This design comes from an exercise in tuning for small area, a short achievable clock period and few clock cycles per item on the open sky130 flow, not from production work.
In this exercise RTL edits were held to simulation tests only and were not proved equivalent to the original.
No activity file was given, so power comes from the tool's default toggle rates.

== red ==
Design midpoint_ellipse_rasterizer_core, start of the top module:
module midpoint_ellipse_rasterizer_core
#(
   parameter int RADIUS_BITS = 10
)(
   input  wire logic                 clock,
   input  wire logic                 reset,
   input  wire logic                 req_valid,
   output logic                      req_stall,
   input  wire logic                 req_restart,
   output logic                      rsp_valid,
   input  wire logic                 rsp_stall,
   output logic signed [12:0]        rsp_pixel_x,
   output logic signed [12:0]        rsp_pixel_y,
   output logic                      rsp_last_of_step,
   output logic                      rsp_finished,
   input  wire logic                 csr_write_en,
   input  wire logic        [1:0]    csr_index,
   input  wire logic        [11:0]   csr_write_data
);
   localparam int W  = 10;           
   localparam int RW = 4 * W;        
   logic [11:0] cx_q, cy_q;
   logic [9:0]  rx_q, ry_q;
   always_ff @(posedge clock) begin
      if (reset) begin
         cx_q <= '0;
         cy_q <= '0;
         rx_q <= '0;
         ry_q <= '0;
      end else if (csr_write_en) begin
         case (csr_index)
            2'd0: cx_q <= csr_write_data;
            2'd1: cy_q <= csr_write_data;
            2'd2: rx_q <= csr_write_data[9:0];
  ...
==> flow/config.mk <==
export PLATFORM = sky130hd
export DESIGN_NAME = midpoint_ellipse_rasterizer_core
export DESIGN_NICKNAME = midpoint_ellipse_rasterizer_core
export VERILOG_FILES = /design/flow/design.v
export SDC_FILE = /design/flow/constraint.sdc
export NUM_CORES = 4
export LEC_CHECK = 0
export ABC_CLOCK_PERIOD_IN_PS = 3000
export CAP_MARGIN = 20
export CORE_MARGIN = 2
export CORE_UTILIZATION = 60
export SLEW_MARGIN = 20
==> flow/constraint.sdc <==
create_clock -name core_clock -period 11.0 [get_ports {clock}]
set_input_delay 2.2000 -clock core_clock [delete_from_list [all_inputs] [get_ports {clock}]]
set_output_delay 2.2000 -clock core_clock [all_outputs]
set_load 0.01 [all_outputs]
run.sh (not shown) runs the stock make flow with config.mk's settings and CLKGATE_MAP_FILE= SYNTH_SCRIPT=/design/flow/synth_recipe.tcl, a recipe that flattens the netlist after the stock synthesis.
The flow did not stop early for red: all stages ran, and the layout cleared the timing, design-rule and antenna checks.
Testbench counts of red, summed over its fixed seeds: cycles 107,476, items 102,668.
> inputs changed (red -> blue)
Settings: a deleted ABC_CLOCK_PERIOD_IN_PS that had been 3000; a change of CORE_UTILIZATION from 60 to 40.
Results
The share of the final layout cell area in sequential cells number comes out higher for red vs blue.
Area of all sequential standard cells essentially unchanged between red and blue.
Number of setup violations in the final report: red vs blue identical
Any difference in area share of buffers outside the clock network between red and blue is small enough to ignore.
blue finished end to end and its layout was clean on timing, DRC and antenna.
Compared with red, blue shows a lower pin slew with the least headroom to its limit.
When blue is set beside red, its internal power component turns out to be about 1.8% larger.
Summary — area of all placed cells without fillers, blue relative to red: higher, by 1.9%.
| global-route wire length before repair | blue vs red | worse |
Between blue and red, final design utilization is lower for blue, red comes in above that.
Via count of the first global-routing pass: blue and red compared, lower one is blue
Sort blue and red by via count, ascending, and blue comes first.

========
Setup of trial 10:
Another version of the RTL of midpoint_ellipse_rasterizer_core (not shown whole).
For scale: ~1,900 cells after synthesis, ~310 flip-flops, about 50 I/O pins, about 16,000 sq um of cells after synthesis.
==> flow/config.mk <==
export PLATFORM = sky130hd
export DESIGN_NAME = midpoint_ellipse_rasterizer_core
export DESIGN_NICKNAME = midpoint_ellipse_rasterizer_core
export VERILOG_FILES = /design/flow/design.v
export SDC_FILE = /design/flow/constraint.sdc
export NUM_CORES = 4
export LEC_CHECK = 0
export ABC_AREA = 1
export CAP_MARGIN = 20
export CORE_MARGIN = 2
export CORE_UTILIZATION = 40
export SLEW_MARGIN = 20
==> flow/constraint.sdc <==
create_clock -name core_clock -period 11.0 [get_ports {clock}]
set_input_delay 2.2000 -clock core_clock [delete_from_list [all_inputs] [get_ports {clock}]]
set_output_delay 2.2000 -clock core_clock [all_outputs]
set_load 0.01 [all_outputs]
Testbench counts of trial 10, summed over its fixed seeds: cycles 107,476, items 102,668.
Modified inputs, trial 19 compared to trial 10
Settings: a deleted ABC_AREA that had been 1.
Results
- Across trial 10 and trial 19, none had a timing, DRC or antenna violation.
- Share of total power in the clock network ended up 2.9 points higher on trial 19 than on trial 10.
- In the tables for trial 10 and trial 19, die extent in x reads lower with trial 10.
- Power spent charging and discharging nets: trial 19 < trial 10
- [trial 19] logic gate share of total power fell 7.7 points relative to trial 10

static timing again, ports no longer ideal:
Ports are ideal in the flow. The routed layouts listed here were re-timed in OpenROAD. Step 1 sets driving cells, clkbuf_16 on the clock port and buf_2 on the other inputs (assumed; they add their load-dependent delay and slew). Step 2 also shifts input and output timing later by t, the mid clock arrival at the registers, as if the neighbouring blocks saw the same clock. a / b / c = ideal ports / drivers / drivers and shift; a / b = the first two.
run	t (ns)	setup WS [ns]	worst slew at a driven data input, ns	cell pins on the clock port's net
red	0.557	5.964 / 5.964 / 5.964	0.05	1
blue	0.601	5.989 / 5.989 / 5.989	0.07	1
trial 10	0.597	5.866 / 5.866 / 5.866	0.06	1
trial 19	0.599	5.425 / 5.425 / 5.425	0.05	1
After both steps setup and hold are still met in every run listed.
